Source: an optimization exercise on an open RTL-to-GDS flow (aim: small area and a short achievable clock period). Production flows keep margins and buffers that such runs may drop.
At most, simulation tests tie the RTL to the original design; equivalence was not proved.
Power and IR drop assume default switching activity.

cedar:
==> flow/design.v (excerpt) <==
module awb_gain_est #(
    parameter int ACC_W = 24,
    parameter int CNT_W = 16
) (
    input  logic            clk,
    input  logic            rst,
    input  logic            pix_valid_i,
    input  logic [1:0]      pix_color_i,
    input  logic [7:0]      pix_value_i,
    input  logic            pix_last_i,
    output logic [15:0]     K_R,
    output logic [15:0]     K_G,
    output logic [15:0]     K_B,
    output logic            valid_gain_o,
    output logic            busy_o,
    output logic            overrun_o
);
Size: ~2,400 cells after synthesis, ~330 flip-flops, about 65 I/O pins.
export LEC_CHECK = 0
export CAP_MARGIN = 20
export CELL_PAD_IN_SITES_DETAIL_PLACEMENT = 0
export CELL_PAD_IN_SITES_GLOBAL_PLACEMENT = 0
export CORE_MARGIN = 2
export CORE_UTILIZATION = 40
export CTS_BUF_LIST = sky130_fd_sc_hd__clkbuf_8
export CTS_CLUSTER_DIAMETER = 55
export CTS_CLUSTER_SIZE = 16
export PLACE_DENSITY = 0.75
export SLEW_MARGIN = 20
create_clock -name core_clock -period 13.0 [get_ports {clk}]
standard.sh (not shown) runs the stock make flow with config.mk's settings and CLKGATE_MAP_FILE= SYNTH_SCRIPT=/design/flow/synth_recipe.tcl, a recipe that flattens the netlist after the stock synthesis.
==> flow/flow/run.sh <==
#!/bin/bash
# Standard layout, with fast port buffers and repair_timing asked for extra
# setup slack so the achieved period shrinks. Each make step's log lands in
# orfs/logs; make's own output goes to make_finish.log.
set -euo pipefail
bash standard.sh SETUP_SLACK_MARGIN=9 \
  "BUFFER_PORTS_ARGS=-buffer_cell sky130_fd_sc_hd__buf_2" \
  finish > make_finish.log 2>&1
No stage failed in cedar, and the final checks on the layout all came back clean.
Input-level comparison between lagoon and cedar:
Settings: changing PLACE_DENSITY from 0.75 to 0.9.
--- a/flow/flow/run.sh
+++ b/flow/flow/run.sh
@@ -5,4 +5,4 @@
 set -euo pipefail
 bash standard.sh SETUP_SLACK_MARGIN=9 \
-  "BUFFER_PORTS_ARGS=-buffer_cell sky130_fd_sc_hd__buf_2" \
+  "BUFFER_PORTS_ARGS=-buffer_cell sky130_fd_sc_hd__buf_4" \
   finish > make_finish.log 2>&1
--- outcome ---
- cedar has lower first-pass GRT wire length than lagoon.
- Share of total power in combinational logic up 1.9 points in lagoon wrt cedar
- dfrtp_4 as the highest-delay cell along the critical path was reported by lagoon, and fa_1 by cedar.
- lagoon vs cedar: final cell count down
- Comparing lagoon and cedar, the lower fraction of final layout cells with drive strength greater than 1 was measured on lagoon.
- [lagoon] core occupancy in the finished layout fell 0.35 points relative to cedar
- Clock buffer instance count of the final layout shrinks by more than 10% when moving from cedar to lagoon.
- Number of cells on the worst hold path across lagoon and cedar: no real change.
- Comparing number of H-tree branching levels for lagoon and cedar, the bigger number came from cedar.
> inputs changed (lagoon -> garnet)
Settings: changing PLACE_DENSITY from 0.9 to 0.7.
Findings:
The global-route usage in garnet was higher than what lagoon gave.
Between garnet and lagoon, it is garnet whose setup slack is higher, by 0.011 ns.
Looking at critical path endpoint, the N_B[3]$_DFF_P_ result is from garnet; the N_R[15]$_DFF_P_ one comes from lagoon.
Run comparison: garnet top layer used by detailed routing met5; lagoon top layer used by detailed routing met4
Sort lagoon and garnet by power consumption, descending, and garnet comes first.
lagoon has a lower clock group share of total power than garnet.
On relative slew slack, lagoon loses to garnet.
Between lagoon and garnet, the sequential power does not differ in any meaningful way.
The run showing the greater pre-CTS worst setup slack is garnet.
Post-route standard cell area excluding fillers was higher in the run labelled garnet.
Delta (garnet minus lagoon): share of the clock period used by the worst path did not really move; static leakage went up by 2.2%; met3 layer wire length in the routed design decreased by 2100 µm relative to the old numbers.
--- input diff garnet..harbor ---
Settings: CELL_PAD_IN_SITES_GLOBAL_PLACEMENT removed (was 0); CELL_PAD_IN_SITES_DETAIL_PLACEMENT removed (was 0); PLACE_DENSITY removed (was 0.7).
--- a/flow/flow/run.sh
+++ b/flow/flow/run.sh
@@ -4,5 +4,5 @@
 # orfs/logs; make's own output goes to make_finish.log.
 set -euo pipefail
-bash standard.sh SETUP_SLACK_MARGIN=9 \
+bash standard.sh SETUP_SLACK_MARGIN=9.15 \
   "BUFFER_PORTS_ARGS=-buffer_cell sky130_fd_sc_hd__buf_4" \
   finish > make_finish.log 2>&1
==> comparison <==
- | power density relative to cell area | harbor vs garnet | 0.96% higher |
- garnet → harbor: routed wire length +5.4%, non-clock buffer contribution to total cell area +1.2 points, total number of multi-input combinational cells ~0 delta, routed wirelength normalized by instance count +about 4%, global-route usage +1.4 points.
- Re critical path depth: garnet and harbor aren't equal, and the lower value belongs to garnet.
- garnet -> harbor: count of plain and timing-repair buffers in the layout increased by more than 10%
- Where switching component of the power is concerned, garnet is better than harbor.
- Comparing garnet and harbor, the lower share of total power in sequential cells was measured on harbor.
- garnet ended up with or4_4 as its slowest library cell on the worst path; harbor ended up with a2111oi_4.
The inputs of indigo differ from those of harbor as listed below.
Settings: CELL_PAD_IN_SITES_DETAIL_PLACEMENT newly set to 0; CTS_CLUSTER_DIAMETER changed from 55 to 80; CTS_BUF_LIST changed from sky130_fd_sc_hd__clkbuf_8 to sky130_fd_sc_hd__clkbuf_16; CTS_CLUSTER_SIZE changed from 16 to 26; CELL_PAD_IN_SITES_GLOBAL_PLACEMENT newly set to 0; PLACE_DENSITY newly set to 0.75.
--- a/flow/flow/run.sh
+++ b/flow/flow/run.sh
@@ -4,5 +4,5 @@
 # orfs/logs; make's own output goes to make_finish.log.
 set -euo pipefail
-bash standard.sh SETUP_SLACK_MARGIN=9.15 \
+bash standard.sh SETUP_SLACK_MARGIN=9 \
   "BUFFER_PORTS_ARGS=-buffer_cell sky130_fd_sc_hd__buf_4" \
   finish > make_finish.log 2>&1
==> comparison <==
- harbor → indigo: met1 global-route usage down 2.0 points; met1 wire length lost 13%.
- Shortest period the worst path allows for indigo: 0.0077 ns up relative to harbor
- indigo closes out successfully: all stages finished, all timing, DRC and antenna checks passed.
- Across both runs, clock latency of the later-clocked register in the worst-skew pair was lower for indigo than for harbor.
- The power share of the combinational group number comes out lower for indigo vs harbor.
- Diff harbor -> indigo | areal power density over the cells | decrease of 2.9 nW/µm²
--- input diff indigo..yarrow ---
Settings: CTS_BUF_LIST: sky130_fd_sc_hd__clkbuf_16 -> sky130_fd_sc_hd__clkbuf_8; CELL_PAD_IN_SITES_DETAIL_PLACEMENT: 0 -> unset; CTS_CLUSTER_SIZE: 26 -> 16; CELL_PAD_IN_SITES_GLOBAL_PLACEMENT: 0 -> unset; PLACE_DENSITY: 0.75 -> unset; CTS_CLUSTER_DIAMETER: 80 -> 55.
--- a/flow/flow/run.sh
+++ b/flow/flow/run.sh
@@ -4,5 +4,5 @@
 # orfs/logs; make's own output goes to make_finish.log.
 set -euo pipefail
-bash standard.sh SETUP_SLACK_MARGIN=9 \
+bash standard.sh SETUP_SLACK_MARGIN=8.8 \
   "BUFFER_PORTS_ARGS=-buffer_cell sky130_fd_sc_hd__buf_4" \
   finish > make_finish.log 2>&1
Notes after the runs:
Relative contribution of combinational cells to total power came out lower on yarrow than on indigo. On power consumed by sequential cells: between yarrow and indigo, it ends up lower for indigo. Critical path capture point = P_BB[13]$_SDFFCE_PN0P_: indigo; critical path capture point = E_R[4]$_SDFF_PN0_: yarrow. Diff yarrow and indigo: via count lower in indigo. The cell area after placement of yarrow and that of indigo are within noise of each other.

---

== run E ==
The RTL this note starts from:
==> flow/design.v <==
module awb_gain_est #(
    parameter int ACC_W = 24,
    parameter int CNT_W = 16
) (
    input  logic            clk,
    input  logic            rst,
    input  logic            pix_valid_i,
    input  logic [1:0]      pix_color_i,
    input  logic [7:0]      pix_value_i,
    input  logic            pix_last_i,
    output logic [15:0]     K_R,
    output logic [15:0]     K_G,
    output logic [15:0]     K_B,
    output logic            valid_gain_o,
    output logic            busy_o,
    output logic            overrun_o
);
    localparam int SW = 13;    
    localparam int NW = 6;     
    assign K_G = 16'h0100;
    logic close_w;
    assign close_w = pix_valid_i & pix_last_i;
    logic [2:0] p_hit;      
    logic [7:0] p_val;
    logic       p_ovr;      
    always_ff @(posedge clk) begin
        p_hit[0] <= pix_valid_i & (pix_color_i == 2'd0);
        p_hit[1] <= pix_valid_i & (pix_color_i == 2'd1);
        p_hit[2] <= pix_valid_i & (pix_color_i == 2'd2);
        p_ovr    <= close_w & busy_o;
        p_val    <= pix_value_i;
    end
    logic [5:0] ctr, ctr_nx;
    logic       ld;         
    logic       fresh;      
    logic       last_c;     
    logic       first_c;    
    logic       mul, div;   
    logic       mulb;       
    assign ctr_nx = busy_o ? ctr + 6'd1 : 6'd0;
    always_ff @(posedge clk or posedge rst) begin
        if (rst) begin
            busy_o       <= 1'b0;
            ld           <= 1'b0;
            fresh        <= 1'b1;
            overrun_o    <= 1'b0;
            valid_gain_o <= 1'b0;
            last_c       <= 1'b0;
            first_c      <= 1'b0;
            mul          <= 1'b0;
            mulb         <= 1'b0;
            div          <= 1'b0;
        end else begin
            fresh   <= 1'b0;
            ld      <= last_c;
            first_c <= ~busy_o & close_w;
            last_c  <= busy_o & (ctr == 6'd31);
            mul     <= busy_o & (ctr >= 6'd2) & (ctr <= 6'd17);
            mulb    <= busy_o & (ctr >= 6'd6) & (ctr <= 6'd17);
            div     <= busy_o & (ctr >= 6'd18) & (ctr <= 6'd31);
            if (close_w & busy_o)
                overrun_o <= 1'b1;
            if (busy_o) begin
                if (last_c) begin
                    busy_o       <= 1'b0;
                    valid_gain_o <= 1'b1;
                end
            end else if (close_w) begin
                busy_o <= 1'b1;
            end
        end
    end
    always_ff @(posedge clk)
        ctr <= ctr_nx;
    logic [SW-1:0] side_s [3];
    logic [NW-1:0] side_n [3];
    for (genvar c = 0; c < 3; c++) begin : g_side
        logic [SW-1:0] ss;
        logic [NW-1:0] sn;
        logic          co_s, co_n;
        awb_bk_add #(SW) u_s (.a(side_s[c]), .b(p_hit[c] ? SW'(p_val) : '0),
                              .ci(1'b0), .s(ss), .co(co_s));
        awb_bk_add #(NW) u_n (.a(side_n[c]), .b('0), .ci(p_hit[c]),
                              .s(sn), .co(co_n));
        always_ff @(posedge clk) begin
            if (first_c | p_ovr) begin
                side_s[c] <= '0;
                side_n[c] <= '0;
            end else begin
                side_s[c] <= ss;
                side_n[c] <= sn;
            end
        end
    end
    logic [23:0] S_R, S_G, S_B;
    logic [15:0] N_R, N_G, N_B;
    logic [23:0] s_nx [3];
    logic [15:0] n_nx [3];
    logic take;           
    logic zap;            
    assign zap  = fresh | (ld & p_ovr);
    assign take = (~busy_o | first_c | ld) & ~zap;
    logic [23:0] s_cur [3];
    logic [15:0] n_cur [3];
    assign s_cur[0] = S_R; assign s_cur[1] = S_G; assign s_cur[2] = S_B;
    assign n_cur[0] = N_R; assign n_cur[1] = N_G; assign n_cur[2] = N_B;
    for (genvar c = 0; c < 3; c++) begin : g_main
        logic [23:0] sb;
        logic [15:0] nb;
        logic        hit, co_s, co_n;
        assign hit = take & p_hit[c];
        assign sb  = zap ? '0 : ld ? 24'(side_s[c]) : s_cur[c];
        assign nb  = zap ? '0 : ld ? 16'(side_n[c]) : n_cur[c];
        awb_bk_add #(24) u_s (.a(sb), .b(hit ? 24'(p_val) : 24'd0), .ci(1'b0),
                              .s(s_nx[c]), .co(co_s));
        awb_bk_add #(16) u_n (.a(nb), .b(16'd0), .ci(hit), .s(n_nx[c]), .co(co_n));
    end
    logic [23:0] P_AR, P_AB;
    logic [15:0] P_BR, P_BB;
    logic [17:0] t_br, t_bb;
    logic [16:0] x0_r, x1_r, x2_r, cs_s_r, cs_c_r;
    logic [16:0] x0_b, x1_b, x2_b, cs_s_b, cs_c_b;
    assign x0_r = {1'b0, P_BR};
    assign x1_r = {1'b0, S_R[0] ? N_G : 16'd0};
    assign x2_r = {S_R[1] ? N_G : 16'd0, 1'b0};
    assign x0_b = {1'b0, P_BB};
    assign x1_b = {1'b0, S_B[0] ? N_G : 16'd0};
    assign x2_b = {S_B[1] ? N_G : 16'd0, 1'b0};
    assign cs_s_r = x0_r ^ x1_r ^ x2_r;
    assign cs_c_r = (x0_r & x1_r) | (x0_r & x2_r) | (x1_r & x2_r);
    assign cs_s_b = x0_b ^ x1_b ^ x2_b;
    assign cs_c_b = (x0_b & x1_b) | (x0_b & x2_b) | (x1_b & x2_b);
    logic co_br, co_bb;
    awb_bk_add #(17) u_mbr (.a({1'b0, cs_s_r[16:1]}), .b(cs_c_r), .ci(1'b0),
                            .s(t_br[17:1]), .co(co_br));
    awb_bk_add #(17) u_mbb (.a({1'b0, cs_s_b[16:1]}), .b(cs_c_b), .ci(1'b0),
                            .s(t_bb[17:1]), .co(co_bb));
    assign t_br[0] = cs_s_r[0];
    assign t_bb[0] = cs_s_b[0];
    logic [5:0]  E_R, E_B;
    logic [45:0] rem_r, rem_b, op_r, op_b, sm_r, sm_b;
    logic [39:0] d_r, d_b;
    logic        sg_r, sg_b, co_r, co_b;
    assign rem_r = {E_R, N_R, P_AR};
    assign rem_b = {E_B, N_B, P_AB};
    assign d_r   = {P_BR, S_R};
    assign d_b   = {P_BB, S_B};
    assign sg_r  = E_R[5];
    assign sg_b  = E_B[5];
    always_comb begin
        op_r = '0;
        op_b = '0;
        if (div) begin
            op_r = {1'b0, d_r, 5'd0} ^ {46{~sg_r}};
            op_b = {1'b0, d_b, 5'd0} ^ {46{~sg_b}};
        end else if (mul) begin
            op_r[23:0] = N_R[15] ? S_G : 24'd0;
            op_b[23:0] = N_B[15] ? S_G : 24'd0;
        end
    end
    awb_bk_add #(46) u_ar (.a({rem_r[44:0], 1'b0}), .b(op_r), .ci(div & ~sg_r),
                           .s(sm_r), .co(co_r));
    awb_bk_add #(46) u_ab (.a({rem_b[44:0], 1'b0}), .b(op_b), .ci(div & ~sg_b),
                           .s(sm_b), .co(co_b));
    logic cmp;
    assign cmp = mul | div;
    always_ff @(posedge clk) begin
        if (mulb) begin
            S_R <= {t_br[1:0], S_R[23:2]};
            S_B <= {t_bb[1:0], S_B[23:2]};
        end else begin
            S_R <= s_nx[0];
            S_B <= s_nx[2];
        end
        if (div) begin
            S_G <= {s_nx[1][23:13], S_G[11:0], ~sm_b[45]};
            N_G <= {n_nx[1][15:13], N_G[11:0], ~sm_r[45]};
        end else begin
            S_G <= s_nx[1];
            N_G <= n_nx[1];
        end
        N_R <= cmp ? sm_r[39:24] : n_nx[0];
        N_B <= cmp ? sm_b[39:24] : n_nx[2];
    end
    always_ff @(posedge clk) begin
        P_AR <= cmp ? sm_r[23:0] : 24'd0;
        P_AB <= cmp ? sm_b[23:0] : 24'd0;
        E_R  <= div ? sm_r[45:40] : 6'd0;
        E_B  <= div ? sm_b[45:40] : 6'd0;
        if (mulb) begin
            P_BR <= t_br[17:2];
            P_BB <= t_bb[17:2];
        end else if (~div) begin
            P_BR <= '0;
            P_BB <= '0;
        end
    end
    logic dz_r, dz_b;
    assign dz_r = (d_r == '0);
    assign dz_b = (d_b == '0);
    function automatic logic [11:0] fin(input logic [12:0] q, input logic dz);
        if (dz)
            fin = 12'h100;
        else if (q[12])
            fin = 12'hFFF;
        else
            fin = q[11:0];
    endfunction
    logic [11:0] kr, kb;
    always_ff @(posedge clk or posedge rst) begin
        if (rst) begin
            kr <= 12'h100;
            kb <= 12'h100;
        end else if (last_c) begin
            kr <= fin(N_G[12:0], dz_r);
            kb <= fin(S_G[12:0], dz_b);
        end
    end
    assign K_R = {4'h0, kr};
    assign K_B = {4'h0, kb};
endmodule
module awb_bk_add #(
    parameter int W = 8
) (
    input  logic [W-1:0] a,
    input  logic [W-1:0] b,
    input  logic         ci,
    output logic [W-1:0] s,
    output logic         co
);
    localparam int N = W + 1;           
    localparam int L = $clog2(N);
    logic [W:0] g, p, x;
    always_comb begin
        g[0] = ci;
        p[0] = 1'b0;
        x[0] = 1'b0;
        for (int i = 0; i < W; i++) begin
            g[i+1] = a[i] & b[i];
            p[i+1] = a[i] ^ b[i];
            x[i+1] = a[i] ^ b[i];
        end
        for (int l = 0; l < L; l++)
            for (int i = (2 << l) - 1; i < N; i += (2 << l)) begin
                g[i] = g[i] | (p[i] & g[i - (1 << l)]);
                p[i] = p[i] & p[i - (1 << l)];
            end
        for (int l = L - 2; l >= 0; l--)
            for (int i = (3 << l) - 1; i < N; i += (2 << l)) begin
                g[i] = g[i] | (p[i] & g[i - (1 << l)]);
                p[i] = p[i] & p[i - (1 << l)];
            end
    end
    for (genvar i = 0; i < W; i++) begin : g_s
        assign s[i] = x[i+1] ^ g[i];
    end
    assign co = g[W];
endmodule
Settings: LEC_CHECK=0, CAP_MARGIN=20, CORE_MARGIN=2, CORE_UTILIZATION=40, SLEW_MARGIN=20; clock period 13.0 ns.
==> flow/flow/run.sh <==
#!/bin/bash
# Standard layout, with repair_timing asked for extra setup slack so the
# achieved period shrinks. Each make target's log lands in orfs/logs.
set -euo pipefail
bash standard.sh SETUP_SLACK_MARGIN=8.7 finish > make_finish.log 2>&1
Here is what was changed in the inputs of run A compared with run E.
--- a/flow/flow/run.sh
+++ b/flow/flow/run.sh
@@ -4,2 +4,2 @@
 set -euo pipefail
-bash standard.sh SETUP_SLACK_MARGIN=8.7 finish > make_finish.log 2>&1
+bash standard.sh SETUP_SLACK_MARGIN=9 finish > make_finish.log 2>&1
--- a/flow/config.mk
+++ b/flow/config.mk
@@ -9,3 +9,4 @@
 export CORE_MARGIN = 2
-export CORE_UTILIZATION = 40
+export CORE_UTILIZATION = 65
+export PLACE_DENSITY = 0.75
 export SLEW_MARGIN = 20
==> comparison <==
- In the metrics for run E and run A, the one carrying the lower total power is run E.
- Compare run E and run A | initial core utilization higher: run A
- Diff run A..run E | number of nets with antenna violations after detailed routing | unchanged
- Run A vs. run E: utilization after layout went up by 29 points.
- For the design area, run A came in about 0.8% higher than run E did.
- met5 as the highest routed metal layer was reported by run A, and met4 by run E.
No functional check of the RTL was part of any run of this note.

afterwards: timing with drivers on the ports:
How much do the figures lean on ideal ports? The routed layouts below were timed once more, with nothing changed but the port constraints.
Step 1: set_driving_cell puts a clkbuf_16 on clk and a buf_2 on each other input, an assumption about the parent block.
Step 2 also shifts input and output timing later by t, the mid clock arrival at the registers, as if the neighbouring blocks saw the same clock.
Slacks: ideal / step 1 / step 2; pairs: ideal / step 1.
run | shift t [ns] | slack for setup (ns) | clock arrival spread, ns | slew at the worst register clock pin (ns) | worst data-port slew with drivers (ns)
cedar | 0.661 | 9.107 / 9.060 / 9.107 | 0.042 / 0.042 | 0.11 / 0.11 | 0.03
lagoon | 0.728 | 9.030 / 8.993 / 9.030 | 0.028 / 0.028 | 0.11 / 0.11 | 0.03
garnet | 0.665 | 9.041 / 9.026 / 9.041 | 0.038 / 0.039 | 0.12 / 0.12 | 0.04
harbor | 0.681 | 9.125 / 9.083 / 9.125 | 0.067 / 0.067 | 0.11 / 0.11 | 0.03
indigo | 0.620 | 9.118 / 9.097 / 9.118 | 0.036 / 0.036 | 0.10 / 0.10 | 0.03
yarrow | 0.690 | 8.906 / 8.906 / 8.906 | 0.094 / 0.094 | 0.10 / 0.10 | 0.03
run E | 0.609 | 8.738 / 8.685 / 8.809 | 0.020 / 0.020 | 0.06 / 0.06 | 0.04
run A | 0.614 | 8.897 / 8.897 / 8.897 | 0.029 / 0.028 | 0.07 / 0.07 | 0.03
After both steps every run listed still meets setup and hold.
